Context: an optimization exercise on an open-source flow, tuned for small area. The choices shown serve that exercise and are no tape-out recipe.
Function was checked by simulation only, so behaviour that the tests miss may differ from the original.
The clock port is modelled as an ideal driver; clocking choices that lean on that would not hold on a real chip.
Power is estimated from default activity; no workload was simulated.

## flow/flow/run.sh

```bash
#!/bin/bash
# The standard ORFS layout, changed in two ways only: the port buffers use
# the smallest buffer cell, and CTS inserts no dummy loads.
set -uo pipefail
bash standard.sh \
  "BUFFER_PORTS_ARGS=-buffer_cell sky130_fd_sc_hd__buf_1" \
  "CTS_ARGS=-sink_clustering_enable -repair_clock_nets -dont_use_dummy_load -buf_list sky130_fd_sc_hd__clkbuf_8 -sink_clustering_size 30 -sink_clustering_max_diameter 100" \
  finish > standard_sh.log 2>&1
status=$?
cp orfs/logs/*/random_burst_motion_scheduler/base/*.log . 2>/dev/null || true
exit $status
```

## flow/standard.sh

```bash
#!/bin/bash
# synth_recipe.tcl (not shown) runs the flow's synth.tcl, then flattens the netlist and writes it again
# the make line also repeats each setting of config.mk as NAME=value (left out here)
make -C /OpenROAD-flow-scripts/flow DESIGN_CONFIG=/design/flow/config.mk WORK_HOME=/design/flow/orfs CLKGATE_MAP_FILE= SYNTH_SCRIPT=/design/flow/synth_recipe.tcl "${@:-finish}"
```

## flow/config.mk

```make
export PLATFORM = sky130hd
export DESIGN_NAME = random_burst_motion_scheduler
export DESIGN_NICKNAME = random_burst_motion_scheduler
export VERILOG_FILES = /design/flow/design.v
export SDC_FILE = /design/flow/constraint.sdc
export NUM_CORES = 4
export LEC_CHECK = 0
export ABC_AREA = 1
export CAP_MARGIN = 20
export CORE_MARGIN = 2
export CORE_UTILIZATION = 70
export SLEW_MARGIN = 20
```

## flow/constraint.sdc

```tcl
create_clock -name core_clock -period 8.0 [get_ports {clk}]
set_input_delay 1.6000 -clock core_clock [delete_from_list [all_inputs] [get_ports {clk}]]
set_output_delay 1.6000 -clock core_clock [all_outputs]
set_load 0.01 [all_outputs]
```

## flow/design.v

```verilog
package rbms_pkg;
  localparam logic [15:0] INTERVAL_RESET = 16'd5000;
  localparam logic [31:0] LCG_SEED       = 32'd12345;
  localparam logic [31:0] LCG_KADD       = 32'hBFC0210D;
endpackage
module random_burst_motion_scheduler (
  input  logic              clk,
  input  logic              rst,
  input  logic              psel,
  input  logic              penable,
  input  logic              pwrite,
  input  logic [2:0]        paddr,
  input  logic [31:0]       pwdata,
  output logic [31:0]       prdata,
  output logic              pready,
  input  logic              in_valid,
  output logic              in_stall,
  input  logic [31:0]       now_ms,
  input  logic              report_ready,
  output logic              out_valid,
  input  logic              out_stall,
  output logic              send_move,
  output logic signed [4:0] delta_x,
  output logic signed [4:0] delta_y
);
  localparam logic [4:0] S_IDLE = 5'b00000, S_INIT = 5'b00001, S_P0   = 5'b00010,
                         S_ADD  = 5'b00011, S_FING = 5'b00100;
  localparam logic [4:0] S_LEN1 = 5'b01000, S_GP1D = 5'b01001, S_DX1  = 5'b01010,
                         S_DY1  = 5'b01011, S_RX1  = 5'b01100, S_RY1  = 5'b01101,
                         S_GP1Y = 5'b01110, S_GP1R = 5'b01111;
  localparam logic [4:0] S_LEN2 = 5'b10000, S_GAP2 = 5'b10001, S_DX2  = 5'b10010,
                         S_DY2  = 5'b10011, S_RX2  = 5'b10100, S_RY2  = 5'b10101;
  logic [4:0]  st;
  logic [4:0]  t;
  logic [31:0] L, N, CS;
  logic [15:0] BLK, OFF;
  logic [15:0] interval;
  logic [11:0] R;
  logic        rdy, ba, sat, elr;
  logic [4:1]  mc;
  logic        cD, gI, gB, gO, cW, cE;
  function automatic logic ge5(input logic [4:0] a, input logic [4:0] k);
    logic r;
    r = 1'b1;
    for (int i = 0; i < 5; i++) r = k[i] ? (a[i] & r) : (a[i] | r);
    ge5 = r;
  endfunction
  logic sp, pass1, pass2, s_idle, s_init, s_p0, s_add, s_fing, s_len1, duty;
  logic c_blk, c_off, c_dx, c_dy, c_m15, c_p1, c_any, t31, t4;
  logic [3:0] tl;
  assign t31    = (t == 5'd31);
  assign t4     = t[4];
  assign tl     = t[3:0];
  assign sp     = !st[4] & !st[3];
  assign pass1  = !st[4] & st[3];
  assign pass2  = st[4];
  assign s_idle = sp & (st[2:0] == 3'd0);
  assign s_init = sp & (st[2:0] == 3'd1);
  assign s_p0   = sp & (st[2:0] == 3'd2);
  assign s_add  = sp & (st[2:0] == 3'd3);
  assign s_fing = sp & st[2];
  assign s_len1 = pass1 & (st[2:0] == 3'd0);
  assign duty   = pass1 & !st[2] & !(st[1] & st[0]);
  assign c_blk  = s_add;
  assign c_off  = s_fing;
  assign c_dx   = pass1 & ((st[2:0] == 3'b011) | (st[2:0] == 3'b101));
  assign c_dy   = pass1 & st[2] & !(st[1:0] == 2'b01);
  assign c_m15  = pass1 & ((st[2:0] == 3'b011) | (st[2:0] == 3'b100) | (st[2:0] == 3'b110));
  assign c_p1   = pass1 & st[2] & st[0];
  assign c_any  = c_blk | c_off | c_dx | c_dy;
  logic apb_wr;
  assign apb_wr = psel && penable && pwrite && !paddr[2];
  assign pready = 1'b1;
  assign prdata = {16'b0, interval};
  logic acc;
  assign in_stall = !(s_idle && t31 && !out_valid && !apb_wr);
  assign acc      = in_valid && !in_stall && !rst;
  logic src0, b1, b2, b3, b4, y;
  logic s1, s2, s3, s4;
  logic m1, m2, m3, m4;
  assign src0 = pass2 ? N[0] : L[0];
  assign m1   = pass2 ? ge5(t, 5'd19) : ge5(t, 5'd6);
  assign m2   = ge5(t, 5'd15);
  assign m3   = pass2 ? ge5(t, 5'd2) : ge5(t, 5'd4);
  assign m4   = pass2 ? ge5(t, 5'd8) : ge5(t, 5'd22);
  assign b1   = s_add ? CS[0] : pass2 ? (m1 & N[13]) : (pass1 & m1 & L[26]);
  assign b2   = pass2 ? rbms_pkg::LCG_KADD[t] : (pass1 & m2 & L[17]);
  assign b3   = pass2 ? (m3 & ~N[30]) : (pass1 & m3 & ~L[28]);
  assign b4   = pass2 ? (m4 & ~N[24]) : (pass1 & m4 & ~L[10]);
  assign s1   = src0 ^ b1 ^ mc[1];
  assign s2   = s1 ^ b2 ^ mc[2];
  assign s3   = s2 ^ b3 ^ mc[3];
  assign s4   = s3 ^ b4 ^ mc[4];
  assign y    = s4;
  always_ff @(posedge clk) begin
    mc[1] <= !t31 & ((src0 & b1) | (src0 & mc[1]) | (b1 & mc[1]));
    mc[2] <= !t31 & ((s1 & b2) | (s1 & mc[2]) | (b2 & mc[2]));
    mc[3] <= !t31 & ((s2 & b3) | (s2 & mc[3]) | (b3 & mc[3]));
    mc[4] <= !t31 & ((s3 & b4) | (s3 & mc[4]) | (b4 & mc[4]));
  end
  logic t0, cDe, gIe, gBe, gOe, cWe, diff, blk_t, off_t;
  logic cD_n, gI_n, gB_n, gO_n, cW_n;
  assign t0    = (t == 5'd0);
  assign cDe   = t0 | cD;
  assign gIe   = t0 | gI;
  assign gBe   = t0 | gB;
  assign gOe   = t0 | gO;
  assign cWe   = !t0 & cW;
  assign blk_t = !t4 & BLK[0];
  assign off_t = !t4 & OFF[0];
  assign diff  = N[0] ^ !CS[0] ^ cDe;
  assign cD_n  = (N[0] & !CS[0]) | (N[0] & cDe) | (!CS[0] & cDe);
  assign gI_n  = (diff & !R[0])  | (diff & gIe) | (!R[0] & gIe);
  assign gB_n  = (diff & !blk_t) | (diff & gBe) | (!blk_t & gBe);
  assign gO_n  = (diff & !off_t) | (diff & gOe) | (!off_t & gOe);
  assign cW_n  = (CS[0] & off_t) | (CS[0] & cWe) | (off_t & cWe);
  always_ff @(posedge clk) begin
    cD <= cD_n;
    gI <= gI_n;
    gB <= gB_n;
    gO <= gO_n;
    cW <= cW_n;
  end
  logic el, wrap_now, ge_nm, mv, ba_n;
  assign el       = gI_n;
  assign wrap_now = !cD_n;
  assign ge_nm    = (cW_n & !wrap_now) | ((cW_n == wrap_now) & gO_n);
  assign mv       = el | (ba & ge_nm);
  assign ba_n     = el | (ba & !gB_n);
  logic ea, eb, cEe, sE;
  assign cEe = (tl != 4'd0) & cE;
  always_comb begin
    ea = 1'b0;
    eb = 1'b0;
    if (!t4) begin
      if (duty) begin
        ea = !elr & diff;
        eb = 16'd50 >> tl;
      end else if (c_any) begin
        ea = R[0] & !(sat_e & c_off);
        if (c_blk)      eb = (sat_e ? 16'd64535 : 16'd1000) >> tl;
        else if (c_off) eb = OFF[0];
        else if (c_m15) eb = (sat_e ? 16'd18 : 16'd17) >> tl;
        else            eb = (sat_e ? 16'd30 : 16'd1) >> tl;
      end
    end
  end
  assign sE = ea ^ eb ^ cEe;
  always_ff @(posedge clk) cE <= (ea & eb) | (ea & cEe) | (eb & cEe);
  logic        it_on, rb, odd;
  logic [1:0]  spn;            
  logic [12:0] K, Kred, sumR, Rx;
  assign Rx = {1'b0, R};
  always_comb begin
    if (st[2])                 spn = 2'd3;
    else if (st[1])            spn = 2'd2;
    else                       spn = {1'b0, st[0]};
  end
  assign it_on = pass2 & t4 & (tl != 4'd0);
  assign rb    = it_on & L[31];
  assign odd   = R[0] ^ (rb & (spn[1] ^ spn[0]));
  always_comb begin
    case ({spn, rb, odd})
      4'b0001: Kred = 13'd2001;
      4'b0010: Kred = 13'd752;
      4'b0011: Kred = 13'd2753;
      4'b0101: Kred = 13'd151;
      4'b0110: Kred = 13'd1;
      4'b0111: Kred = 13'd152;
      4'b1001: Kred = 13'd31;
      4'b1010: Kred = 13'd1;
      4'b1011: Kred = 13'd32;
      4'b1101: Kred = 13'd3;
      4'b1110: Kred = 13'd2;
      4'b1111: Kred = 13'd5;
      default: Kred = 13'd0;
    endcase
  end
  always_comb begin
    K = 13'd0;
    if (acc)        K = {interval[11:0], 1'b0};
    else if (s_p0)  K = {delta_x[0], 12'b0};
    else if (it_on) K = Kred;
  end
  always_comb begin
    logic c;
    c = 1'b0;
    for (int i = 0; i < 13; i++) begin
      sumR[i] = Rx[i] ^ K[i] ^ c;
      c = (Rx[i] & K[i]) | (Rx[i] & c) | (K[i] & c);
    end
  end
  logic [11:0] Rn;
  logic        sat_n;
  assign Rn = sumR[12:1];
  logic        sat_e;
  always_comb begin
    if (c_blk)      sat_n = (R >= 12'd2001);
    else if (c_off) sat_n = R[7] & R[4] & R[2] & R[1] & R[0];
    else if (c_p1)  sat_n = R[2] | (R[1] & R[0]);
    else            sat_n = &R[4:0];
  end
  assign sat_e = t0 ? sat_n : sat;
  logic dx_sh, dy_sh, win5;
  assign win5  = (tl < 4'd5);
  assign dx_sh = win5 & !t4 & (s_p0 | c_dx);
  assign dy_sh = win5 & !t4 & (s_p0 | c_dy);
  always_ff @(posedge clk) begin
    L  <= {s_init ? rbms_pkg::LCG_SEED[t] : (pass2 | s_add) ? y : L[0], L[31:1]};
    CS <= {s_init ? 1'b0 : s_len1 ? N[0] : CS[0], CS[31:1]};
    N  <= ({32{acc}} & now_ms) | {pass1 ? y : (s_p0 | pass2) ? N[0] : 1'b0, N[31:1]};
    BLK <= {(c_blk & !t4) ? sE : BLK[0], BLK[15:1]};
    OFF <= {((duty | c_off) & !t4) ? sE : OFF[0], OFF[15:1]};
    R <= sumR[12:1];
    if (t0) sat <= sat_n;
    if (acc) delta_x <= {1'b0, interval[15:12]};
    else if (dx_sh) delta_x <= {sE, delta_x[4:1]};
    if (dy_sh) delta_y <= {sE, delta_y[4:1]};
    if (acc) rdy <= report_ready;
  end
  logic bz;
  assign bz = (delta_x == 5'd0) && (Rn[4:0] == 5'd15);
  logic [4:0] t_inc;
  always_comb begin
    logic c;
    c = 1'b1;
    for (int i = 0; i < 5; i++) begin
      t_inc[i] = t[i] ^ c;
      c = t[i] & c;
    end
  end
  always_ff @(posedge clk) begin
    if (rst) begin
      st        <= S_INIT;
      t         <= 5'd0;
      interval  <= rbms_pkg::INTERVAL_RESET;
      ba        <= 1'b0;
      out_valid <= 1'b0;
    end else begin
      t <= t_inc;
      if (apb_wr) interval <= pwdata[15:0];
      if (out_valid && !out_stall) out_valid <= 1'b0;
      if (acc) st <= S_P0;
      else if (t31) begin
        if (pass1) begin
          st <= {2'b10, (st[2:1] == 2'b11) ? 3'b001 : st[2:0]};
        end else if (pass2) begin
          case (st[2:0])
            3'b000:  st <= S_ADD;
            3'b001:  st <= S_FING;
            3'b010:  st <= S_DY1;
            3'b011:  st <= bz ? S_RX1 : S_GP1Y;
            3'b100:  st <= S_RY1;
            default: st <= S_GP1R;
          endcase
        end else if (s_init) begin
          st <= S_IDLE;
        end else if (s_p0) begin
          ba        <= ba_n;
          elr       <= el;
          send_move <= mv & rdy;
          if (el)      st <= S_LEN1;
          else if (mv) st <= rdy ? S_DX1 : S_GP1D;
          else         st <= S_FING;
        end else if (s_add) begin
          st <= rdy ? S_DX1 : S_GP1D;
        end else if (s_fing) begin
          st        <= S_IDLE;
          out_valid <= 1'b1;
        end
      end
    end
  end
endmodule
```

==> results of run 1 <==
==> sequential cells by signal, summed over array words and instances, names as in the netlist, 12 cells and up <==
register / count
CS: 32
BLK: 16
interval: 16
R: 12
OFF: 16
N: 32
L: 32
==> worst max-delay path: stages <==
cell	delay (ns)
sky130_fd_sc_hd__buf_1	0.27
sky130_fd_sc_hd__inv_1	0.54
sky130_fd_sc_hd__nand3_2	0.38
sky130_fd_sc_hd__inv_2	0.19
sky130_fd_sc_hd__nand2_1	0.07
sky130_fd_sc_hd__o21ai_0	0.13
sky130_fd_sc_hd__fa_1	0.24
sky130_fd_sc_hd__fa_1	0.18
sky130_fd_sc_hd__fa_1	0.18
sky130_fd_sc_hd__fa_1	0.17
sky130_fd_sc_hd__inv_1	0.05
sky130_fd_sc_hd__fa_1	0.37
sky130_fd_sc_hd__fa_1	0.39
sky130_fd_sc_hd__fa_1	0.40
sky130_fd_sc_hd__fa_1	0.41
sky130_fd_sc_hd__fa_1	0.40
sky130_fd_sc_hd__fa_1	0.39
sky130_fd_sc_hd__fa_1	0.38
sky130_fd_sc_hd__xor2_1	0.16
==> cell families after synthesis <==
| logic type | Yosys count |
|---|---|
| simple gates | 221 |
| flops | 192 |
| compound gates | 122 |
| buf+inv | 116 |
| fa+ha+maj | 30 |
| other cells | 2 |
| xor+xnor | 1 |
| mux | 1 |
==> layout by cell type, fill, tap and decap left out, drive strengths merged, types with 29 or more instances in the layout <==
master,instances
dfxtp,180
nand2,102
buf,86
inv,77
nor2,75
o21ai,42
a21oi,31
a21o,29
nand3,29
==> report_power, final <==
group / internal [W] / leakage (nW) / switching (W)
combinational: 0.0000205 / 1.64 / 0.0000371
sequential: 0.00100 / 1.57 / 0.0000190
clock: 0.000188 / 0.122 / 0.000278
==> through the flow <==
step	hold slack (ns)	utilization (%)	instances	power, W	area (um^2)
4_1_cts	0.295	78.3	895	0.00155	7270
3_3_place_gp	0.310	75.8	878	0.00110	7040
6_report	0.298	78.3	895	0.00155	7270
2_1_floorplan	0.310	-	700	0.00108	6780
3_5_place_dp	0.312	75.8	878	0.00110	7040
5_1_grt	0.295	78.3	895	0.00160	7270
==> final cells by class <==
| cell class | instances | area share [%] |
|---|---|---|
| inverter | 79 | 4.10 |
| timing repair buffer | 86 | 4.49 |
| multi-input combinational | 392 | 31.5 |
| sequential | 192 | 54.5 |
| tap | 129 | 2.22 |
| clock buffer | 17 | 3.22 |
==> routing by layer <==
layer	global-route usage, %	wire length (um)	vias to the layer above	share of wire, %
met5	0	0	-	0
met4	12.5	414	0	3.0
li1	-	-	2312	-
met3	7.11	1110	39	8.0
met1	35.5	5900	2245	42
met2	46.8	6460	242	47
==> how the worst max path moves through the flow <==
stage	from	to	slack [ns]	cells after the start
global placement	rst	R[11]	1.22	19
detailed placement	rst	R[11]	1.01	19
floorplan	pwrite	R[11]	1.57	24
CTS	rst	R[11]	1.44	19
finish	rst	R[11]	1.40	19
global route	rst	R[11]	1.11	19
==> results.json, run 1 <==
{
  "outcome": "no timing/DRC/antenna violations",
  "route.detailed.drc": 0,
  "n_antenna_cell": 0,
  "yosysUniqueCellTypes": 47,
  "grt_setup_unrepaired": "false",
  "tightest_slew_ns": 0.689,
  "synth_largest_type_area_fraction_pct": 53.6,
  "synth.avg_cell_area_um2": 9.82,
  "max-clock-path-buffers": 2,
  "port_buffers": 85,
  "cellLeakagePower_nw": 3.33,
  "synth_compound_gate_area_share_pct": 11.1,
  "finalWeightedCongestion": 0.858,
  "clock-sinks": 192,
  "crit-reg2reg-capture": "R[11]",
  "post-route-min-period_ns": 6.60,
  "yosysSeqAreaShare_pct": 58.9,
  "worst_r2r_path_depth": 21,
  "cts.hold.buffers_added": 0,
  "first_pass_grt_wire_length_mm": 22.5,
  "cts.reportedPaths.clkPinSlew_ns": 0.10,
  "endpoint_kind": "flop",
  "hp-start": "CS[18]",
  "synthFlopType": "sky130_fd_sc_hd__dfxtp_1",
  "highest_fanout_seen_on_the_critical_path": 20,
  "synth_most_common_cell": "sky130_fd_sc_hd__dfxtp_1",
  "arrival_ns": 6.93,
  "detail_route.first_pass.iterations": 5,
  "synth_top_family_by_area": "simple AND/OR/NAND/NOR gates",
  "clockRootBuffer": "sky130_fd_sc_hd__clkbuf_8",
  "synthToLayoutAreaGrowth_pct": 8.07,
  "endpoint_required_time_on_the_critical_path_ns": 8.33,
  "cts_tree": "built",
  "globalRouteTotalUtil_pct": 28.3,
  "post_drt_wl_per_cell_um": 15.5,
  "min_path_type": "flop to flop",
  "synth.largest_area_cell": "sky130_fd_sc_hd__dfxtp_1",
  "antenna_found_initial": 0,
  "synthTopCellsByArea": "sky130_fd_sc_hd__dfxtp_1, sky130_fd_sc_hd__nand2_1, sky130_fd_sc_hd__edfxtp_1",
  "synthXorXnorAreaFrac_pct": 0.130,
  "post_synth_inst_count": 685,
  "area_of_the_multi_input_gates_mm2": 0.00229,
  "detail_routed_via_count_per_cell": 5.41,
  "fillers": 619,
  "synth_adder_area_share_pct": 7.48,
  "ranking_of_synthesized_cells_by_instance_count": "sky130_fd_sc_hd__dfxtp_1, sky130_fd_sc_hd__nand2_1, sky130_fd_sc_hd__inv_1, sky130_fd_sc_hd__nor2_1, sky130_fd_sc_hd__o21ai_0",
  "first_global_vias": 4707,
  "post_synth_instance_area_mm2": 0.00673,
  "final-hold-violation-count": 0,
  "layout_setup_ws_ns": 1.40,
  "powerDensity_mw_per_mm2": 213,
  "worst_hold_path.num_cells": 0,
  "htree_num_levels": 4,
  "fmax_ghz": 0.152,
  "clkLatencyLatePin_ns": 0.46,
  "floorplan.initialDensity_pct": 72.5,
  "timing.critical_path.from_type": "input port",
  "dieWidth_um": 102,
  "drive_above_1_share_pct": 5.09,
  "pre_cts_ws_ns": 1.01,
  "relSlewSlack_pct": 54.1,
  "tns_ns": 0,
  "min_to": "CS[17]",
  "detail-route-antenna-nets": 0,
  "r2r_setup_slack_ns": 1.67,
  "maxCapViolations": 0,
  "synth_seq_cells": 192,
  "synth_edf_count": 12,
  "post_cts.repair.setup_buffers": 0,
  "total_wire_length_after_detailed_routing_mm": 13.9,
  "slew_violations": 0,
  "cts.repair.resized": 0,
  "drt_first_iter_violations": 239,
  "ir_worst_vdd_uv": 171,
  "design.portCount": 121,
  "clock-skew-final_ns": 0.0387,
  "share_of_synthesized_area_spent_on_multiplexers_pct": 0.149,
  "finalSetupViolations": 0,
  "die_height_um": 102,
  "finalNetCount": 873,
  "dp.final_hpwl_mm": 9.89,
  "area.sequential_mm2": 0.00396,
  "worst-setup-path-type": "input port to flop",
  "r2r-start": "st[4]",
  "num_rows": 35,
  "synth-simple-area-share_pct": 14.2,
  "synthArstFlopShare_pct": 0,
  "overflow": 0,
  "period_utilisation_layout_pct": 82.4,
  "cts_made_buffers": 17,
  "grt_max_degree": 43,
  "dieArea_mm2": 0.0104,
  "total_vias_in_the_final_route": 4838,
  "coreArea_mm2": 0.00928,
  "yosysWarningCount": 1
}
==> inputs of run 2 (changes only) <==
==> flow/flow/run.sh (replaced) <==
#!/bin/bash
# The standard ORFS layout, changed in two ways only: the port buffers use
# the smallest buffer cell, and CTS inserts no dummy loads.
set -uo pipefail
bash standard.sh \
  "BUFFER_PORTS_ARGS=-buffer_cell sky130_fd_sc_hd__buf_1" \
  "CTS_ARGS=-repair_clock_nets -dont_use_dummy_load -buf_list sky130_fd_sc_hd__clkbuf_16" \
  finish > standard_sh.log 2>&1
status=$?
cp orfs/logs/*/random_burst_motion_scheduler/base/*.log . 2>/dev/null || true
exit $status
==> results.json, run 2 <==
{
  "detail_route.first_pass.iterations": 7,
  "cellLeakagePower_nw": 3.42,
  "drive_above_1_share_pct": 5.09,
  "first_pass_grt_wire_length_mm": 23.6,
  "cpMaxStageDelayCell": "sky130_fd_sc_hd__inv_1",
  "min_path_type": "flop to flop",
  "ir_worst_vdd_uv": 151,
  "synthFlopType": "sky130_fd_sc_hd__dfxtp_1",
  "timing.critical_path.cells": "buf_1 > inv_1 > nand3_2 > inv_2 > nand2_1 > o21ai_0 > fa_1 > fa_1 > fa_1 > fa_1 > inv_1 > fa_1 > fa_1 > fa_1 > fa_1 > fa_1 > fa_1 > fa_1 > xor2_1",
  "total_vias_in_the_final_route": 4910,
  "relSlewSlack_pct": 51.8,
  "synthTopCellsByArea": "sky130_fd_sc_hd__dfxtp_1, sky130_fd_sc_hd__nand2_1, sky130_fd_sc_hd__edfxtp_1",
  "grt_setup_unrepaired": "false",
  "post_cts.repair.setup_buffers": 0,
  "outcome": "no timing/DRC/antenna violations",
  "pre_cts_ws_ns": 1.01,
  "worst-setup-path-type": "input port to flop",
  "die_height_um": 102,
  "arrival_ns": 6.94,
  "biggestRegsByFlops": "CS x32, L x32, N x32",
  "powerDensity_mw_per_mm2": 237,
  "synth_seq_cells": 192,
  "tightest_slew_ns": 0.723,
  "dp.cells": 878,
  "fillers": 583,
  "finalSetupViolations": 0,
  "post_synth_inst_count": 685,
  "n_antenna_cell": 0,
  "yosysUniqueCellTypes": 47,
  "ranking_of_synthesized_cells_by_instance_count": "sky130_fd_sc_hd__dfxtp_1, sky130_fd_sc_hd__nand2_1, sky130_fd_sc_hd__inv_1, sky130_fd_sc_hd__nor2_1, sky130_fd_sc_hd__o21ai_0",
  "synth.avg_cell_area_um2": 9.82,
  "first_global_vias": 4816,
  "globalRouteTotalUtil_pct": 30.1,
  "cts.hold.buffers_added": 0,
  "cts.reportedPaths.clkPinSlew_ns": 0.07,
  "slew_violations": 0,
  "route.detailed.drc": 0,
  "final_cell_count_no_fill": 895,
  "synthArstFlopShare_pct": 0,
  "fmax_ghz": 0.150,
  "detail-route-antenna-nets": 0,
  "dp.final_hpwl_mm": 9.89,
  "yosysSeqAreaShare_pct": 58.9,
  "cts_tree": "built",
  "post_synth_instance_area_mm2": 0.00673,
  "maxCapViolations": 0,
  "cp_top_family": "adder cells",
  "htree_num_levels": 4,
  "synth.largest_area_cell": "sky130_fd_sc_hd__dfxtp_1",
  "final-hold-violation-count": 0,
  "clockRootBuffer": "sky130_fd_sc_hd__clkbuf_16",
  "post-route-min-period_ns": 6.65,
  "synthToLayoutAreaGrowth_pct": 10.9,
  "synth_edf_count": 12,
  "detail_routed_via_count_per_cell": 5.49,
  "endpoint_required_time_on_the_critical_path_ns": 8.29,
  "coreArea_mm2": 0.00928,
  "clock-skew-final_ns": 0.0268,
  "cp_num_buf_inv": 4,
  "antenna_found_initial": 0,
  "worst_hold_slack_ns": 0.310,
  "r2r_setup_slack_ns": 1.63,
  "clkLatencyLatePin_ns": 0.43,
  "overflow": 0,
  "cp_common_cell": "sky130_fd_sc_hd__fa_1",
  "total_wire_length_after_detailed_routing_mm": 14.8,
  "grt_max_degree": 43,
  "dieArea_mm2": 0.0104,
  "timing.critical_path.from_type": "input port",
  "yosysWarningCount": 1,
  "post_drt_wl_per_cell_um": 16.6,
  "period_utilisation_layout_pct": 83.2,
  "finalNetCount": 873,
  "clock-sinks": 192,
  "synth_largest_type_area_fraction_pct": 53.6,
  "most-common-layout-cells": "sky130_fd_sc_hd__dfxtp_1, sky130_fd_sc_hd__nand2_1, sky130_fd_sc_hd__buf_1, sky130_fd_sc_hd__inv_1, sky130_fd_sc_hd__nor2_1",
  "drt_first_iter_violations": 402,
  "finalWeightedCongestion": 0.858,
  "design.portCount": 121,
  "max-clock-path-buffers": 2,
  "crit_path_max_incr_delay_ns": 0.54,
  "final_util_pct": 80.4,
  "dieWidth_um": 102,
  "synth_most_common_cell": "sky130_fd_sc_hd__dfxtp_1",
  "endpoint_kind": "flop",
  "cts_made_buffers": 17,
  "floorplan.initialDensity_pct": 72.5,
  "highest_fanout_seen_on_the_critical_path": 20,
  "layout_setup_ws_ns": 1.35,
  "final_common_cell": "sky130_fd_sc_hd__dfxtp_1",
  "num_rows": 35,
  "tns_ns": 0,
  "port_buffers": 85,
  "cts.repair.resized": 0
}
==> run 2: cell count changes in the layout (fill, tap and decap cells not counted) <==
cell,change
sky130_fd_sc_hd__clkbuf_16,+17
sky130_fd_sc_hd__clkbuf_8,-17
==> run 2: cell type report <==
type | count | area, um^2 | share of cell area [%]
Clock buffer | 17 | 425 | 5.70
Inverter | 79 | 298 | 3.99
Multi-Input combinational cell | 392 | 2290 | 30.7
Sequential cell | 192 | 3960 | 53.1
Tap cell | 129 | 161 | 2.16
Timing Repair Buffer | 86 | 327 | 4.38
==> run 2: final timing paths <==
| kind | startpoint | to | cells past startpoint |
|---|---|---|---|
| max | rst | R[11] | 19 |
| min reg2reg | CS[18] | CS[17] | 0 |
| min | CS[18] | CS[17] | 0 |
| max reg2reg | t[0] | R[11] | 24 |
==> run 2: stage by stage <==
stage | total power [W] | cell area [um^2]
6_report | 0.00177 | 7460
3_5_place_dp | 0.00110 | 7040
2_1_floorplan | 0.00108 | 6780
5_1_grt | 0.00182 | 7460
4_1_cts | 0.00177 | 7460
3_3_place_gp | 0.00110 | 7040
==> run 2: power breakdown <==
part,switching [W],internal (W),total [W]
logic,0.0000386,0.0000205,0.0000591
clock network,0.000314,0.000370,0.000683
registers,0.0000198,0.00101,0.00103
==> run 2: metal layers <==
metal / up-vias / global-route usage, % / routed length [um]
li1: 2306 / - / -
met1: 2278 / 37.5 / 6130
met2: 284 / 50.5 / 7180
met3: 42 / 7.52 / 1130
met4: 0 / 12.1 / 403
met5: - / 0 / 0
==> run 2: worst reg2reg max path, delay by kind of cell, from the launching register on <==
kind / cells / cell delay (ns)
AO/OA/AOI/OAI: 3 / 0.50
AND/OR/NAND/NOR: 4 / 0.65
flip-flops: 1 / 0.50
adder cells (fa/ha/maj): 13 / 4.10
XOR/XNOR: 1 / 0.17
buffers and inverters: 3 / 0.33
==> run 2: logic make-up after synthesis <==
family	count (synthesis)	share of synthesized area, %
buf+inv	116	7.92
mux	1	0.149
fa+ha+maj	30	7.48
xor+xnor	1	0.130
other cells	2	0.112
simple gates	221	14.2
flops	192	58.9
compound gates	122	11.1
==> inputs of run 3 (changes only) <==
==> flow/flow/run.sh (replaced) <==
#!/bin/bash
# The standard ORFS layout, changed in two ways only: the port buffers use
# the smallest buffer cell, and CTS inserts no dummy loads.
set -uo pipefail
bash standard.sh \
  "BUFFER_PORTS_ARGS=-buffer_cell sky130_fd_sc_hd__buf_1" \
  "CTS_ARGS=-sink_clustering_enable -repair_clock_nets -dont_use_dummy_load -buf_list sky130_fd_sc_hd__clkbuf_16 -sink_clustering_size 50 -sink_clustering_max_diameter 150" \
  finish > standard_sh.log 2>&1
status=$?
cp orfs/logs/*/random_burst_motion_scheduler/base/*.log . 2>/dev/null || true
exit $status
==> results.json, run 3 <==
{
  "arrival_ns": 6.94,
  "detail_route.first_pass.iterations": 7,
  "finalSetupViolations": 0,
  "p_total_w": 0.00177,
  "tightest_slew_ns": 0.723,
  "post-route-min-period_ns": 6.65,
  "slew_violations": 0,
  "crit_path_max_incr_delay_ns": 0.54,
  "max-clock-path-buffers": 2,
  "highest_fanout_seen_on_the_critical_path": 20,
  "period_utilisation_layout_pct": 83.2,
  "antenna_found_initial": 0,
  "cts.repair.resized": 0,
  "yosysWarningCount": 1,
  "synth_edf_count": 12,
  "worst-setup-path-type": "input port to flop",
  "cellLeakagePower_nw": 3.42,
  "yosysSeqAreaShare_pct": 58.9,
  "most-common-layout-cells": "sky130_fd_sc_hd__dfxtp_1, sky130_fd_sc_hd__nand2_1, sky130_fd_sc_hd__buf_1, sky130_fd_sc_hd__inv_1, sky130_fd_sc_hd__nor2_1",
  "cts_tree": "built",
  "tns_ns": 0,
  "final_util_pct": 80.4,
  "drt_first_iter_violations": 402,
  "ir_worst_vdd_uv": 151,
  "clock-sinks": 192,
  "detail_routed_via_count_per_cell": 5.49,
  "route.detailed.drc": 0,
  "num_rows": 35,
  "synth.avg_cell_area_um2": 9.82,
  "final_common_cell": "sky130_fd_sc_hd__dfxtp_1",
  "drive_above_1_share_pct": 5.09,
  "finalWeightedCongestion": 0.858,
  "post_cts.repair.setup_buffers": 0,
  "total_vias_in_the_final_route": 4910,
  "floorplan.initialDensity_pct": 72.5,
  "min_path_type": "flop to flop",
  "coreArea_mm2": 0.00928,
  "port_buffers": 85,
  "synthTopCellsByArea": "sky130_fd_sc_hd__dfxtp_1, sky130_fd_sc_hd__nand2_1, sky130_fd_sc_hd__edfxtp_1",
  "timing.critical_path.cells": "buf_1 > inv_1 > nand3_2 > inv_2 > nand2_1 > o21ai_0 > fa_1 > fa_1 > fa_1 > fa_1 > inv_1 > fa_1 > fa_1 > fa_1 > fa_1 > fa_1 > fa_1 > fa_1 > xor2_1",
  "ranking_of_synthesized_cells_by_instance_count": "sky130_fd_sc_hd__dfxtp_1, sky130_fd_sc_hd__nand2_1, sky130_fd_sc_hd__inv_1, sky130_fd_sc_hd__nor2_1, sky130_fd_sc_hd__o21ai_0",
  "dieArea_mm2": 0.0104,
  "synth_largest_type_area_fraction_pct": 53.6,
  "grt_max_degree": 43,
  "cpMaxStageDelayCell": "sky130_fd_sc_hd__inv_1",
  "outcome": "no timing/DRC/antenna violations",
  "total_wire_length_after_detailed_routing_mm": 14.8,
  "overflow": 0,
  "dieWidth_um": 102,
  "cp_common_cell": "sky130_fd_sc_hd__fa_1",
  "post_synth_inst_count": 685,
  "finalNetCount": 873,
  "synthArstFlopShare_pct": 0,
  "yosysUniqueCellTypes": 47,
  "final-hold-violation-count": 0,
  "final_cell_count_no_fill": 895,
  "grt_setup_unrepaired": "false",
  "clockRootBuffer": "sky130_fd_sc_hd__clkbuf_16",
  "endpoint_kind": "flop",
  "clkLatencyLatePin_ns": 0.43,
  "fmax_ghz": 0.150,
  "detail-route-antenna-nets": 0,
  "dp.cells": 878,
  "first_global_vias": 4816,
  "post_drt_wl_per_cell_um": 16.6,
  "endpoint_required_time_on_the_critical_path_ns": 8.29,
  "maxCapViolations": 0,
  "synth.largest_area_cell": "sky130_fd_sc_hd__dfxtp_1",
  "synth_seq_cells": 192,
  "n_antenna_cell": 0,
  "timing.critical_path.from_type": "input port",
  "cts.reportedPaths.clkPinSlew_ns": 0.07,
  "globalRouteTotalUtil_pct": 30.1,
  "design.portCount": 121,
  "cts.hold.buffers_added": 0,
  "synth_most_common_cell": "sky130_fd_sc_hd__dfxtp_1",
  "clock-skew-final_ns": 0.0268,
  "biggestRegsByFlops": "CS x32, L x32, N x32",
  "htree_num_levels": 4,
  "first_pass_grt_wire_length_mm": 23.6,
  "dp.final_hpwl_mm": 9.89,
  "synthToLayoutAreaGrowth_pct": 10.9,
  "relSlewSlack_pct": 51.8,
  "synthFlopType": "sky130_fd_sc_hd__dfxtp_1",
  "cts_made_buffers": 17,
  "post_synth_instance_area_mm2": 0.00673,
  "powerDensity_mw_per_mm2": 237,
  "die_height_um": 102
}
[run 3: worst max-delay path, delay by kind of cell]
| family | cells | cell delay [ns] |
|---|---|---|
| buffers and inverters | 4 | 1.06 |
| adder cells (fa/ha/maj) | 11 | 3.53 |
| XOR/XNOR | 1 | 0.17 |
| AND/OR/NAND/NOR | 2 | 0.45 |
| AO/OA/AOI/OAI | 1 | 0.13 |
[run 3: stage by stage]
| stage | area, um^2 | hold slack [ns] | setup WS (ns) |
|---|---|---|---|
| after floorplan | 6780 | 0.310 | 1.57 |
| after global placement | 7040 | 0.310 | 1.22 |
| after detailed placement | 7040 | 0.312 | 1.01 |
| after CTS | 7460 | 0.308 | 1.43 |
| after global routing | 7460 | 0.308 | 1.09 |
| final | 7460 | 0.310 | 1.35 |
[run 3: worst paths after layout]
path | depth (start not counted) | slack (ns) | end | start
worst max-delay path | 19 | 1.35 | R[11] | rst
worst min-delay path | 0 | 0.31 | CS[17] | CS[18]
worst max register to register | 24 | 1.63 | R[11] | t[0]
worst min register to register | 0 | 0.31 | CS[17] | CS[18]
[run 3: per-layer routing]
layer  vias to the layer above  routed length [um]  GRT usage [%]
li1                       2306                   -              -
met1                      2278                6130           37.5
met2                       284                7180           50.5
met4                         0                 403           12.1
met3                        42                1130           7.52
met5                         -                   0              0
[run 3: power by group]
group	internal [W]	leakage [nW]	total, W	switching, W
sequential	0.00101	1.57	0.00103	0.0000198
clock	0.000370	0.209	0.000683	0.000314
combinational	0.0000205	1.64	0.0000591	0.0000386
[run 3: kinds of logic (layout without fill, tap and decap cells)]
group	after synthesis	in the layout	synth area share [%]
AO/OA/AOI/OAI	122	122	11.1
adder cells (fa/ha/maj)	30	30	7.48
flip-flops	192	192	58.9
multiplexers	1	1	0.149
XOR/XNOR	1	1	0.130
buffers and inverters	116	182	7.92
other	2	17	0.112
AND/OR/NAND/NOR	221	221	14.2
[run 3: area by class of cell]
| cell class | count | area, um^2 |
|---|---|---|
| multi-input combinational | 392 | 2290 |
| tap | 129 | 161 |
| clock buffer | 17 | 425 |
| inverter | 79 | 298 |
| sequential | 192 | 3960 |
| fill | 583 | 1820 |
| timing repair buffer | 86 | 327 |
==> inputs of run 4 (changes only) <==
==> flow/flow/run.sh (replaced) <==
#!/bin/bash
# The standard ORFS layout, changed in two ways only: the port buffers use
# the smallest buffer cell, and CTS inserts no dummy loads.
set -uo pipefail
bash standard.sh \
  "BUFFER_PORTS_ARGS=-buffer_cell sky130_fd_sc_hd__buf_1" \
  "CTS_ARGS=-sink_clustering_enable -repair_clock_nets -dont_use_dummy_load -buf_list sky130_fd_sc_hd__clkbuf_8" \
  finish > standard_sh.log 2>&1
status=$?
cp orfs/logs/*/random_burst_motion_scheduler/base/*.log . 2>/dev/null || true
exit $status
==> results.json, run 4 <==
{
  "tns_ns": 0,
  "outcome": "no timing/DRC/antenna violations",
  "dp.cells": 878,
  "first_global_vias": 4707,
  "fillers": 619,
  "clock-skew-final_ns": 0.0387,
  "post-route-min-period_ns": 6.60,
  "synthArstFlopShare_pct": 0,
  "overflow": 0,
  "synthTopCellsByArea": "sky130_fd_sc_hd__dfxtp_1, sky130_fd_sc_hd__nand2_1, sky130_fd_sc_hd__edfxtp_1",
  "cpMaxStageDelayCell": "sky130_fd_sc_hd__inv_1",
  "p_switching_w": 0.000334,
  "drt_first_iter_violations": 239,
  "timing.critical_path.cells": "buf_1 > inv_1 > nand3_2 > inv_2 > nand2_1 > o21ai_0 > fa_1 > fa_1 > fa_1 > fa_1 > inv_1 > fa_1 > fa_1 > fa_1 > fa_1 > fa_1 > fa_1 > fa_1 > xor2_1",
  "worst-setup-path-type": "input port to flop",
  "ir_worst_vdd_uv": 171,
  "clkLatencyLatePin_ns": 0.46,
  "route.detailed.drc": 0,
  "detail_route.first_pass.iterations": 5,
  "arrival_ns": 6.93,
  "finalSetupViolations": 0,
  "detail-route-antenna-nets": 0,
  "synth_largest_type_area_fraction_pct": 53.6,
  "timing.critical_path.from_type": "input port",
  "final_common_cell": "sky130_fd_sc_hd__dfxtp_1",
  "synth_edf_count": 12,
  "proportion_of_total_power_due_to_net_switching_pct": 21.6,
  "relSlewSlack_pct": 54.1,
  "final-hold-violation-count": 0,
  "powerDensity_mw_per_mm2": 213,
  "yosysUniqueCellTypes": 47,
  "power.sequential.fraction_pct": 66.2,
  "pwr-share-clk_pct": 30.1,
  "drive_above_1_share_pct": 5.09,
  "synth-simple-area-share_pct": 14.2,
  "clock-sinks": 192,
  "finalNetCount": 873,
  "die_height_um": 102,
  "first_pass_grt_wire_length_mm": 22.5,
  "synthToLayoutAreaGrowth_pct": 8.07,
  "cp_common_cell": "sky130_fd_sc_hd__fa_1",
  "synth.largest_area_cell": "sky130_fd_sc_hd__dfxtp_1",
  "post_cts.repair.setup_buffers": 0,
  "cts.repair.resized": 0,
  "worst_hold_slack_ns": 0.298,
  "post_synth_instance_area_mm2": 0.00673,
  "cts.hold.buffers_added": 0,
  "synth_adder_area_share_pct": 7.48,
  "n_antenna_cell": 0,
  "tightest_slew_ns": 0.689,
  "synth.avg_cell_area_um2": 9.82,
  "yosysWarningCount": 1,
  "port_buffers": 85,
  "power_frac_comb_pct": 3.7,
  "floorplan.initialDensity_pct": 72.5,
  "dieWidth_um": 102,
  "grt_setup_unrepaired": "false",
  "endpoint_required_time_on_the_critical_path_ns": 8.33,
  "synthFlopType": "sky130_fd_sc_hd__dfxtp_1",
  "period_utilisation_layout_pct": 82.4,
  "post_synth_inst_count": 685,
  "clockRootBuffer": "sky130_fd_sc_hd__clkbuf_8",
  "maxCapViolations": 0,
  "cts.reportedPaths.clkPinSlew_ns": 0.10,
  "cts_made_buffers": 17,
  "ranking_of_synthesized_cells_by_instance_count": "sky130_fd_sc_hd__dfxtp_1, sky130_fd_sc_hd__nand2_1, sky130_fd_sc_hd__inv_1, sky130_fd_sc_hd__nor2_1, sky130_fd_sc_hd__o21ai_0",
  "fmax_ghz": 0.152,
  "finalWeightedCongestion": 0.858,
  "antenna_found_initial": 0,
  "p_total_w": 0.00155,
  "biggestRegsByFlops": "CS x32, L x32, N x32",
  "design.portCount": 121,
  "slew_violations": 0,
  "globalRouteTotalUtil_pct": 28.3,
  "htree_num_levels": 4,
  "num_rows": 35,
  "intPower_w": 0.00121,
  "synth_seq_cells": 192,
  "grt_max_degree": 43,
  "total_wire_length_after_detailed_routing_mm": 13.9,
  "synth_most_common_cell": "sky130_fd_sc_hd__dfxtp_1",
  "endpoint_kind": "flop",
  "total_vias_in_the_final_route": 4838,
  "yosysSeqAreaShare_pct": 58.9,
  "synth_compound_gate_area_share_pct": 11.1,
  "final_cell_count_no_fill": 895,
  "dieArea_mm2": 0.0104,
  "max-clock-path-buffers": 2,
  "synth_top_family_by_area": "simple AND/OR/NAND/NOR gates",
  "post_drt_wl_per_cell_um": 15.5,
  "crit_path_max_incr_delay_ns": 0.54,
  "min_path_type": "flop to flop",
  "detail_routed_via_count_per_cell": 5.41,
  "cts_tree": "built",
  "highest_fanout_seen_on_the_critical_path": 20,
  "dp.final_hpwl_mm": 9.89,
  "most-common-layout-cells": "sky130_fd_sc_hd__dfxtp_1, sky130_fd_sc_hd__nand2_1, sky130_fd_sc_hd__buf_1, sky130_fd_sc_hd__inv_1, sky130_fd_sc_hd__nor2_1",
  "share_of_synthesized_area_spent_on_multiplexers_pct": 0.149,
  "cellLeakagePower_nw": 3.33,
  "synthXorXnorAreaFrac_pct": 0.130,
  "coreArea_mm2": 0.00928
}
[run 4: changes by cell type in the layout (fill, tap and decap cells not counted)]
cell	change
sky130_fd_sc_hd__clkbuf_16	-17
sky130_fd_sc_hd__clkbuf_8	+17
[run 4: layer usage]
| metal | GRT usage [%] | vias up | part of all wire (%) |
|---|---|---|---|
| met5 | 0 | - | 0 |
| met4 | 12.5 | 0 | 3.0 |
| met3 | 7.11 | 39 | 8.0 |
| met2 | 46.8 | 242 | 47 |
| met1 | 35.5 | 2245 | 42 |
| li1 | - | 2312 | - |
[run 4: final timing paths]
| check | from | end | slack, ns | cells after the start |
|---|---|---|---|---|
| max | rst | R[11] | 1.40 | 19 |
| max reg2reg | st[4] | R[11] | 1.67 | 21 |
| min reg2reg | CS[18] | CS[17] | 0.30 | 0 |
| min | CS[18] | CS[17] | 0.30 | 0 |
[run 4: power groups by stage]
stage               combinational (W)  sequential [W]  clock, W
global route                0.0000652         0.00103  0.000503
finish                      0.0000575         0.00102  0.000466
CTS                         0.0000565         0.00102  0.000468
global placement            0.0000520         0.00104         0
detailed placement          0.0000546         0.00105         0
floorplan                   0.0000398         0.00104         0
[run 4: kinds of logic after synthesis]
logic type,count (synthesis)
adders and majority gates,30
other,2
and+or+nand+nor,221
DFF,192
AOI/OAI and AO/OA,122
buffers and inverters,116
muxes,1
xor gates and xnor gates,1
[run 4: final cells by class]
type                       count  area, um^2  area share (%)
sequential                   192        3960            54.5
clock buffer                  17         234            3.22
timing repair buffer          86         327            4.49
tap                          129         161            2.22
multi-input combinational    392        2290            31.5
inverter                      79         298            4.10
[run 4: critical path, delay by kind of cell]
kind / cells / cell delay [ns]
buffers and inverters: 4 / 1.05
AO/OA/AOI/OAI: 1 / 0.13
AND/OR/NAND/NOR: 2 / 0.45
adder cells (fa/ha/maj): 11 / 3.51
XOR/XNOR: 1 / 0.16
[run 4: per-stage QoR]
step / cell area [um^2] / utilization, % / worst slack [ns]
6_report: 7270 / 78.3 / 1.40
5_1_grt: 7270 / 78.3 / 1.11
4_1_cts: 7270 / 78.3 / 1.44
3_5_place_dp: 7040 / 75.8 / 1.01
3_3_place_gp: 7040 / 75.8 / 1.22
2_1_floorplan: 6780 / - / 1.57
==> inputs of run 5 (changes only) <==
--- a/flow/design.v
+++ b/flow/design.v
@@ -28,6 +28,7 @@
   localparam logic [4:0] S_LEN1 = 5'b01000, S_GP1D = 5'b01001, S_DX1  = 5'b01010,
                          S_DY1  = 5'b01011, S_RX1  = 5'b01100, S_RY1  = 5'b01101,
                          S_GP1Y = 5'b01110, S_GP1R = 5'b01111;
+  localparam logic [4:0] S_GP1A = 5'b11001, S_DX1A = 5'b11010;
   localparam logic [4:0] S_LEN2 = 5'b10000, S_GAP2 = 5'b10001, S_DX2  = 5'b10010,
                          S_DY2  = 5'b10011, S_RX2  = 5'b10100, S_RY2  = 5'b10101;
   logic [4:0]  st;
@@ -36,7 +37,8 @@
   logic [15:0] BLK, OFF;
   logic [15:0] interval;
   logic [11:0] R;
-  logic        rdy, ba, sat, elr;
+  logic        rdy, ba, sat;
+  assign ba = L[0];
   logic [4:1]  mc;
   logic        cD, gI, gB, gO, cW, cE;
   function automatic logic ge5(input logic [4:0] a, input logic [4:0] k);
@@ -52,15 +54,15 @@
   assign t4     = t[4];
   assign tl     = t[3:0];
   assign sp     = !st[4] & !st[3];
-  assign pass1  = !st[4] & st[3];
-  assign pass2  = st[4];
+  assign pass1  = st[3];
+  assign pass2  = st[4] & !st[3];
   assign s_idle = sp & (st[2:0] == 3'd0);
   assign s_init = sp & (st[2:0] == 3'd1);
   assign s_p0   = sp & (st[2:0] == 3'd2);
   assign s_add  = sp & (st[2:0] == 3'd3);
   assign s_fing = sp & st[2];
-  assign s_len1 = pass1 & (st[2:0] == 3'd0);
-  assign duty   = pass1 & !st[2] & !(st[1] & st[0]);
+  assign s_len1 = pass1 & !st[4] & (st[2:0] == 3'd0);
+  assign duty   = pass1 & !st[4] & !st[2] & !(st[1] & st[0]);
   assign c_blk  = s_add;
   assign c_off  = s_fing;
   assign c_dx   = pass1 & ((st[2:0] == 3'b011) | (st[2:0] == 3'b101));
@@ -134,7 +136,7 @@
     eb = 1'b0;
     if (!t4) begin
       if (duty) begin
-        ea = !elr & diff;
+        ea = !s_len1 & diff;
         eb = 16'd50 >> tl;
       end else if (c_any) begin
         ea = R[0] & !(sat_e & c_off);
@@ -206,7 +208,8 @@
   assign dx_sh = win5 & !t4 & (s_p0 | c_dx);
   assign dy_sh = win5 & !t4 & (s_p0 | c_dy);
   always_ff @(posedge clk) begin
-    L  <= {s_init ? rbms_pkg::LCG_SEED[t] : (pass2 | s_add) ? y : L[0], L[31:1]};
+    L  <= {s_init ? rbms_pkg::LCG_SEED[t] : t31 ? (s_p0 ? ba_n : L[0]) :
+           (pass2 | s_add) ? y : L[0], L[31:1]};
     CS <= {s_init ? 1'b0 : s_len1 ? N[0] : CS[0], CS[31:1]};
     N  <= ({32{acc}} & now_ms) | {pass1 ? y : (s_p0 | pass2) ? N[0] : 1'b0, N[31:1]};
     BLK <= {(c_blk & !t4) ? sE : BLK[0], BLK[15:1]};
@@ -234,7 +237,6 @@
       st        <= S_INIT;
       t         <= 5'd0;
       interval  <= rbms_pkg::INTERVAL_RESET;
-      ba        <= 1'b0;
       out_valid <= 1'b0;
     end else begin
       t <= t_inc;
@@ -256,14 +258,12 @@
         end else if (s_init) begin
           st <= S_IDLE;
         end else if (s_p0) begin
-          ba        <= ba_n;
-          elr       <= el;
           send_move <= mv & rdy;
           if (el)      st <= S_LEN1;
           else if (mv) st <= rdy ? S_DX1 : S_GP1D;
           else         st <= S_FING;
         end else if (s_add) begin
-          st <= rdy ? S_DX1 : S_GP1D;
+          st <= rdy ? S_DX1A : S_GP1A;
         end else if (s_fing) begin
           st        <= S_IDLE;
           out_valid <= 1'b1;
==> results.json, run 5 <==
{
  "outcome": "no timing/DRC/antenna violations",
  "arrival_ns": 6.73,
  "p_total_w": 0.00154,
  "synthToLayoutAreaGrowth_pct": 8.13,
  "yosysUniqueCellTypes": 45,
  "first_global_vias": 4679,
  "clock-sinks": 190,
  "synth_largest_type_area_fraction_pct": 53.4,
  "fmax_ghz": 0.156,
  "timing.critical_path.from_type": "input port",
  "floorplan.initialDensity_pct": 72.3,
  "post_drt_wl_per_cell_um": 15.7,
  "grt_setup_unrepaired": "false",
  "overflow": 0,
  "powerDensity_mw_per_mm2": 212,
  "first_pass_grt_wire_length_mm": 22.8,
  "min_path_type": "flop to flop",
  "synth_seq_cells": 190,
  "endpoint_kind": "flop",
  "cp_top_family": "adder cells",
  "worst_hold_slack_ns": 0.299,
  "highest_fanout_seen_on_the_critical_path": 18,
  "num_rows": 35,
  "synthTopCellsByArea": "sky130_fd_sc_hd__dfxtp_1, sky130_fd_sc_hd__nand2_1, sky130_fd_sc_hd__fa_1",
  "synth.largest_area_cell": "sky130_fd_sc_hd__dfxtp_1",
  "drt_first_iter_violations": 330,
  "crit_path_max_incr_delay_ns": 0.41,
  "drive_above_1_share_pct": 5.89,
  "synthFlopType": "sky130_fd_sc_hd__dfxtp_1",
  "cp_common_cell": "sky130_fd_sc_hd__fa_1",
  "worst-setup-path-type": "input port to flop",
  "synthArstFlopShare_pct": 0,
  "design.portCount": 121,
  "post_synth_inst_count": 679,
  "synth.avg_cell_area_um2": 9.89,
  "detail_route.first_pass.iterations": 7,
  "dieWidth_um": 102,
  "most-common-layout-cells": "sky130_fd_sc_hd__dfxtp_1, sky130_fd_sc_hd__nand2_1, sky130_fd_sc_hd__buf_1, sky130_fd_sc_hd__inv_1, sky130_fd_sc_hd__nor2_1",
  "yosysSeqAreaShare_pct": 58.3,
  "clockRootBuffer": "sky130_fd_sc_hd__clkbuf_8",
  "dieArea_mm2": 0.0104,
  "coreArea_mm2": 0.00928,
  "period_utilisation_layout_pct": 80.0,
  "ir_worst_vdd_uv": 134,
  "post_cts.repair.setup_buffers": 0,
  "finalNetCount": 871,
  "clkLatencyLatePin_ns": 0.45,
  "synth_edf_count": 11,
  "post_synth_instance_area_mm2": 0.00671,
  "cp_num_buf_inv": 4,
  "cts.hold.buffers_added": 0,
  "globalRouteTotalUtil_pct": 28.7,
  "max-clock-path-buffers": 2,
  "cts.reportedPaths.clkPinSlew_ns": 0.09,
  "htree_num_levels": 4,
  "finalWeightedCongestion": 0.930,
  "final_cell_count_no_fill": 893,
  "cpMaxStageDelayCell": "sky130_fd_sc_hd__fa_1",
  "biggestRegsByFlops": "CS x32, L x32, N x32",
  "maxCapViolations": 0,
  "final_common_cell": "sky130_fd_sc_hd__dfxtp_1",
  "slew_violations": 0,
  "n_antenna_cell": 0,
  "tightest_slew_ns": 0.672,
  "yosysWarningCount": 1,
  "dp.final_hpwl_mm": 10.2,
  "dp.cells": 876,
  "detail_routed_via_count_per_cell": 5.39,
  "total_vias_in_the_final_route": 4810,
  "total_wire_length_after_detailed_routing_mm": 14.0,
  "die_height_um": 102,
  "detail-route-antenna-nets": 0,
  "cts_tree": "built",
  "endpoint_required_time_on_the_critical_path_ns": 8.33,
  "ranking_of_synthesized_cells_by_instance_count": "sky130_fd_sc_hd__dfxtp_1, sky130_fd_sc_hd__nand2_1, sky130_fd_sc_hd__inv_1, sky130_fd_sc_hd__nor2_1, sky130_fd_sc_hd__o21ai_0",
  "grt_max_degree": 42,
  "cts_made_buffers": 17,
  "finalSetupViolations": 0,
  "port_buffers": 85,
  "timing.critical_path.cells": "buf_1 > inv_1 > nor2_1 > and3_1 > nor4_4 > nand3_2 > clkinv_2 > nand2_1 > o21ai_0 > fa_1 > fa_1 > fa_1 > fa_1 > inv_1 > fa_1 > fa_1 > fa_1 > fa_1 > fa_1 > fa_1 > fa_1 > xor2_1",
  "cellLeakagePower_nw": 3.31,
  "tns_ns": 0,
  "cts.repair.resized": 0,
  "relSlewSlack_pct": 55.2,
  "clock-skew-final_ns": 0.0354,
  "synth_most_common_cell": "sky130_fd_sc_hd__dfxtp_1",
  "route.detailed.drc": 0,
  "final-hold-violation-count": 0,
  "antenna_found_initial": 0,
  "post-route-min-period_ns": 6.40
}
-- run 5: logic make-up after synthesis --
| logic type | synth area share, % |
|---|---|
| xor gates and xnor gates | 0.130 |
| other | 0.112 |
| and+or+nand+nor | 14.2 |
| DFF | 58.3 |
| buffers and inverters | 7.86 |
| AOI/OAI and AO/OA | 11.9 |
| adders and majority gates | 7.49 |
-- run 5: layout make-up --
| class | instances | area [um^2] |
|---|---|---|
| Timing Repair Buffer | 86 | 327 |
| Inverter | 78 | 295 |
| Fill cell | 643 | 2020 |
| Clock buffer | 17 | 234 |
| Sequential cell | 190 | 3910 |
| Multi-Input combinational cell | 393 | 2330 |
| Tap cell | 129 | 161 |
-- run 5: path summary, 6_finish.rpt --
check | endpoint | start | slack [ns] | depth (start not counted)
worst min register to register | CS[19] | CS[20] | 0.30 | 0
worst max-delay path | R[11] | pwrite | 1.60 | 22
worst max register to register | R[11] | t[0] | 1.84 | 26
worst min-delay path | CS[19] | CS[20] | 0.30 | 0
-- run 5: through the flow --
stage | area, um^2 | utilization, % | worst slack (ns)
floorplan | 6770 | - | 1.61
global placement | 7030 | 75.7 | 1.31
detailed placement | 7030 | 75.7 | 1.14
CTS | 7260 | 78.2 | 1.62
global route | 7260 | 78.2 | 1.30
finish | 7260 | 78.2 | 1.60
-- run 5: power by group --
group | internal (W) | switching, W
Clock | 0.000188 | 0.000275
Sequential | 0.000995 | 0.0000200
Combinational | 0.0000216 | 0.0000392
-- run 5: metal layers --
| layer | GRT usage [%] | share of wire [%] |
|---|---|---|
| met1 | 38.1 | 43 |
| met4 | 11.5 | 2.7 |
| met5 | 0 | 0 |
| met2 | 45.6 | 47 |
| met3 | 6.77 | 7.0 |
==> inputs of run 6 (changes only) <==
==> flow/flow/run.sh (replaced) <==
#!/bin/bash
# The standard ORFS layout, changed in two ways only: the port buffers use
# the smallest buffer cell, and the clock tree is built by flow/mct.tcl (a root
# clkbuf_8 on the clock port driving 12 clkbuf_8 leaves, each at the centroid
# of an equal share of the flip-flops) instead of TritonCTS's H-tree.
set -uo pipefail
here=$(pwd)
bash standard.sh \
  "BUFFER_PORTS_ARGS=-buffer_cell sky130_fd_sc_hd__buf_1" \
  "PRE_CTS_TCL=$here/flow/mct.tcl" \
  "CTS_ARGS=-clk_nets clk -dont_use_dummy_load" \
  finish > standard_sh.log 2>&1
status=$?
cp orfs/logs/*/random_burst_motion_scheduler/base/*.log . 2>/dev/null || true
exit $status
==> flow/flow/mct.tcl (new file) <==
# Manual clock tree: the flip-flops are split into n groups by recursive
# median bisection of their positions (alternating x and y); each group gets a
# leaf clock buffer at its centroid. Leaves hang off one root buffer driven by
# the clock port, so the port drives a single cell pin.
proc mct_split {mem axis ngroups} {
  if {$ngroups <= 1} { return [list $mem] }
  set idx [expr {$axis == 0 ? 1 : 2}]
  set s [lsort -integer -index $idx $mem]
  set ga [expr $ngroups / 2]
  set gb [expr $ngroups - $ga]
  set h [expr ([llength $s] * $ga) / $ngroups]
  set a [lrange $s 0 [expr $h - 1]]
  set b [lrange $s $h end]
  return [concat [mct_split $a [expr 1 - $axis] $ga] [mct_split $b [expr 1 - $axis] $gb]]
}
proc build_manual_clock_tree {levels leafcell rootcell} {
  set block [ord::get_db_block]
  set db [ord::get_db]
  set clknet [$block findNet clk]
  set lmaster [$db findMaster $leafcell]
  set rmaster [$db findMaster $rootcell]
  set mem {}
  foreach it [$clknet getITerms] {
    set b [[$it getInst] getBBox]
    lappend mem [list $it [expr ([$b xMin]+[$b xMax])/2] [expr ([$b yMin]+[$b yMax])/2]]
  }
  set groups [mct_split $mem 0 $levels]
  set rnet [odb::dbNet_create $block "clknet_root"]
  $rnet setSigType CLOCK
  set k 0; set ax 0; set ay 0
  foreach g $groups {
    set cx 0; set cy 0
    foreach m $g { incr cx [lindex $m 1]; incr cy [lindex $m 2] }
    set n [llength $g]
    set cx [expr $cx / $n]; set cy [expr $cy / $n]
    incr ax $cx; incr ay $cy
    set inst [odb::dbInst_create $block $lmaster "clkbuf_leaf_$k"]
    set net [odb::dbNet_create $block "clknet_leaf_$k"]
    $net setSigType CLOCK
    $inst setLocation $cx $cy
    $inst setPlacementStatus PLACED
    foreach m $g { set it [lindex $m 0]; $it disconnect; $it connect $net }
    [$inst findITerm A] connect $rnet
    [$inst findITerm X] connect $net
    puts "leaf clock buffer $k: $n sinks at $cx $cy"
    incr k
  }
  set root [odb::dbInst_create $block $rmaster "clkbuf_root"]
  $root setLocation [expr $ax / $k] [expr $ay / $k]
  $root setPlacementStatus PLACED
  [$root findITerm A] connect $clknet
  [$root findITerm X] connect $rnet
}

# ORFS sources this file before its CTS step (PRE_CTS_TCL); clock_tree_synthesis
# is then told to handle only the port net, which now has a single sink.
build_manual_clock_tree 12 sky130_fd_sc_hd__clkbuf_8 sky130_fd_sc_hd__clkbuf_8
==> results.json, run 6 <==
{
  "floorplan.initialDensity_pct": 72.3,
  "detail-route-antenna-nets": 0,
  "port_buffers": 85,
  "r2r_setup_slack_ns": 1.81,
  "outcome": "no timing/DRC/antenna violations",
  "antenna_found_initial": 0,
  "groute.layer.met1.usage_pct": 37.1,
  "drt_first_iter_violations": 294,
  "dp.cells": 876,
  "worst_r2r_path_depth": 26,
  "cts.hold.buffers_added": 0,
  "synth.avg_cell_area_um2": 9.89,
  "r2r-start": "t[0]",
  "post_cts.repair.setup_buffers": 0,
  "groute.layer.met3.usage_pct": 3.49,
  "synthTopCellsByArea": "sky130_fd_sc_hd__dfxtp_1, sky130_fd_sc_hd__nand2_1, sky130_fd_sc_hd__fa_1",
  "pwr-share-clk_pct": 27.6,
  "first_pass_grt_wire_length_mm": 22.4,
  "yosysWarningCount": 1,
  "yosysUniqueCellTypes": 45,
  "final_design_area_no_fill_mm2": 0.00720,
  "synthFlopType": "sky130_fd_sc_hd__dfxtp_1",
  "grt_max_degree": 42,
  "cts.repair.resized": 0,
  "cellLeakagePower_nw": 3.28,
  "die_height_um": 102,
  "hp-start": "BLK[1]",
  "detail_route.first_pass.iterations": 6,
  "power.sequential.fraction_pct": 68.3,
  "clkLatencyLatePin_ns": 0.44,
  "total_vias_in_the_final_route": 4809,
  "synth_most_common_cell": "sky130_fd_sc_hd__dfxtp_1",
  "synth_edf_count": 11,
  "relSlewSlack_pct": 53.6,
  "final-hold-violation-count": 0,
  "synth_seq_cells": 190,
  "cts.reportedPaths.clkPinSlew_ns": 0.10,
  "proportion_of_total_power_due_to_net_switching_pct": 21.8,
  "first_global_vias": 4657,
  "post_synth_instance_area_mm2": 0.00671,
  "fmax_ghz": 0.156,
  "crit-reg2reg-capture": "R[11]",
  "final_common_cell": "sky130_fd_sc_hd__dfxtp_1",
  "globalRouteTotalUtil_pct": 26.8,
  "tns_ns": 0,
  "tightest_slew_ns": 0.696,
  "globalRouteMet2Util_pct": 44.9,
  "detail_routed_via_count_per_cell": 5.41,
  "timing.critical_path.from_type": "input port",
  "overflow": 0,
  "grt_setup_unrepaired": "false",
  "clock-skew-final_ns": 0.0127,
  "finalNetCount": 867,
  "min_path_type": "flop to flop",
  "endpoint_kind": "flop",
  "ranking_of_synthesized_cells_by_instance_count": "sky130_fd_sc_hd__dfxtp_1, sky130_fd_sc_hd__nand2_1, sky130_fd_sc_hd__inv_1, sky130_fd_sc_hd__nor2_1, sky130_fd_sc_hd__o21ai_0",
  "design.portCount": 121,
  "power_frac_comb_pct": 4.1,
  "intPower_w": 0.00116,
  "maxCapViolations": 0,
  "synthArstFlopShare_pct": 0,
  "biggestRegsByFlops": "CS x32, L x32, N x32",
  "endpoint_required_time_on_the_critical_path_ns": 8.33,
  "post_drt_wl_per_cell_um": 15.6,
  "synthToLayoutAreaGrowth_pct": 7.31,
  "post-route-min-period_ns": 6.42,
  "p_total_w": 0.00149,
  "slew_violations": 0,
  "worst_hold_path.num_cells": 0,
  "ir_worst_vdd_uv": 157,
  "period_utilisation_layout_pct": 80.3,
  "synth.largest_area_cell": "sky130_fd_sc_hd__dfxtp_1",
  "yosysSeqAreaShare_pct": 58.3,
  "p_switching_w": 0.000324,
  "n_antenna_cell": 0,
  "placed_area_mm2": 0.00703,
  "highest_fanout_seen_on_the_critical_path": 18,
  "arrival_ns": 6.75,
  "min_to": "BLK[0]",
  "synth_largest_type_area_fraction_pct": 53.4,
  "route.detailed.drc": 0,
  "most-common-layout-cells": "sky130_fd_sc_hd__dfxtp_1, sky130_fd_sc_hd__nand2_1, sky130_fd_sc_hd__buf_1, sky130_fd_sc_hd__inv_1, sky130_fd_sc_hd__nor2_1",
  "drive_above_1_share_pct": 5.39,
  "total_wire_length_after_detailed_routing_mm": 13.9,
  "worst-setup-path-type": "input port to flop",
  "finalSetupViolations": 0,
  "dp.final_hpwl_mm": 10.2,
  "finalWeightedCongestion": 0.930,
  "num_rows": 35,
  "powerDensity_mw_per_mm2": 206,
  "post_synth_inst_count": 679,
  "coreArea_mm2": 0.00928,
  "dieArea_mm2": 0.0104,
  "final_cell_count_no_fill": 889,
  "dieWidth_um": 102,
  "grt.busiest_layer": "met2"
}
run 6: worst max-delay path, stage by stage:
cell and delay (ns):
sky130_fd_sc_hd__buf_1 0.07, sky130_fd_sc_hd__inv_1 0.04, sky130_fd_sc_hd__nor2_1 0.03, sky130_fd_sc_hd__and3_1 0.32, sky130_fd_sc_hd__nor4_4 0.27, sky130_fd_sc_hd__nand3_2 0.29, sky130_fd_sc_hd__clkinv_2 0.17, sky130_fd_sc_hd__nand2_1 0.07
sky130_fd_sc_hd__o21ai_0 0.12, sky130_fd_sc_hd__fa_1 0.24, sky130_fd_sc_hd__fa_1 0.19, sky130_fd_sc_hd__fa_1 0.19, sky130_fd_sc_hd__fa_1 0.16, sky130_fd_sc_hd__inv_1 0.05, sky130_fd_sc_hd__fa_1 0.37, sky130_fd_sc_hd__fa_1 0.41
sky130_fd_sc_hd__fa_1 0.41, sky130_fd_sc_hd__fa_1 0.40, sky130_fd_sc_hd__fa_1 0.39, sky130_fd_sc_hd__fa_1 0.40, sky130_fd_sc_hd__fa_1 0.39, sky130_fd_sc_hd__xor2_1 0.17
run 6: worst max path at each step:
stage	start	to	cells after the start
floorplan	pwrite	R[11]	23
global placement	pwrite	R[11]	22
detailed placement	pwrite	R[11]	22
CTS	pwrite	R[11]	22
global route	pwrite	R[11]	22
finish	pwrite	R[11]	22
run 6: power groups by stage:
| stage | registers (W) | clock network [W] | logic (W) |
|---|---|---|---|
| detailed placement | 0.00104 | 0 | 0.0000588 |
| global route | 0.00102 | 0.000448 | 0.0000676 |
| global placement | 0.00103 | 0 | 0.0000550 |
| floorplan | 0.00103 | 0 | 0.0000431 |
| CTS | 0.00104 | 0.000312 | 0.0000594 |
| finish | 0.00101 | 0.000411 | 0.0000607 |
run 6: routing by layer:
| metal | vias up | wire length [um] |
|---|---|---|
| met5 | - | 0 |
| met4 | 0 | 416 |
| met3 | 37 | 910 |
| met2 | 201 | 6520 |
| met1 | 2263 | 6010 |
| li1 | 2308 | - |
run 6: area by class of cell:
cell class              count  area, um^2
flip-flops and latches    190        3910
multi-input cells         393        2330
fillers                   650        2080
repair buffers             86         327
inverters                  78         295
plain buffers              13         179
well taps                 129         161
run 6: through the flow:
step	setup slack, ns	util [%]	hold slack, ns
after CTS	1.13	77.6	0.312
final	1.58	77.6	0.330
after global routing	1.28	77.6	0.338
after detailed placement	1.14	75.7	0.312
after global placement	1.31	75.7	0.311
after floorplan	1.61	-	0.310
run 6: cell families (layout without fill, tap and decap cells):
| group | count (synthesis) | count (layout) | share of synthesized area (%) |
|---|---|---|---|
| AO/OA/AOI/OAI | 129 | 129 | 11.9 |
| XOR/XNOR | 1 | 1 | 0.130 |
| adder cells (fa/ha/maj) | 30 | 30 | 7.49 |
| buffers and inverters | 111 | 177 | 7.86 |
| flip-flops | 190 | 190 | 58.3 |
| other | 2 | 17 | 0.112 |
| AND/OR/NAND/NOR | 216 | 216 | 14.2 |

==> static timing again, ports no longer ideal <==
No port has a modelled driver above. Below, the same layouts with a new extraction and two added sets of constraints. Step 1: set_driving_cell puts a clkbuf_16 on clk and a buf_2 on each other input, an assumption about the parent block. Step 2 also shifts input and output timing later by t, the mid clock arrival at the registers, as if the neighbouring blocks saw the same clock. Three values: no drivers, after step 1, after step 2; two values: the first two.
run | t, ns | setup WS [ns] | slew at the worst register clock pin (ns) | worst slew at a driven data input, ns
run 1 | 0.478 | 1.404 / 1.411 / 0.933 | 0.10 / 0.10 | 0.04
run 2 | 0.456 | 1.346 / 1.358 / 0.902 | 0.07 / 0.07 | 0.05
run 3 | 0.456 | 1.346 / 1.358 / 0.902 | 0.07 / 0.07 | 0.05
run 4 | 0.478 | 1.404 / 1.411 / 0.933 | 0.10 / 0.10 | 0.04
run 5 | 0.466 | 1.598 / 1.615 / 1.149 | 0.10 / 0.10 | 0.04
run 6 | 0.467 | 1.579 / 1.596 / 1.129 | 0.10 / 0.10 | 0.04
After both steps setup and hold are still met in every run listed.
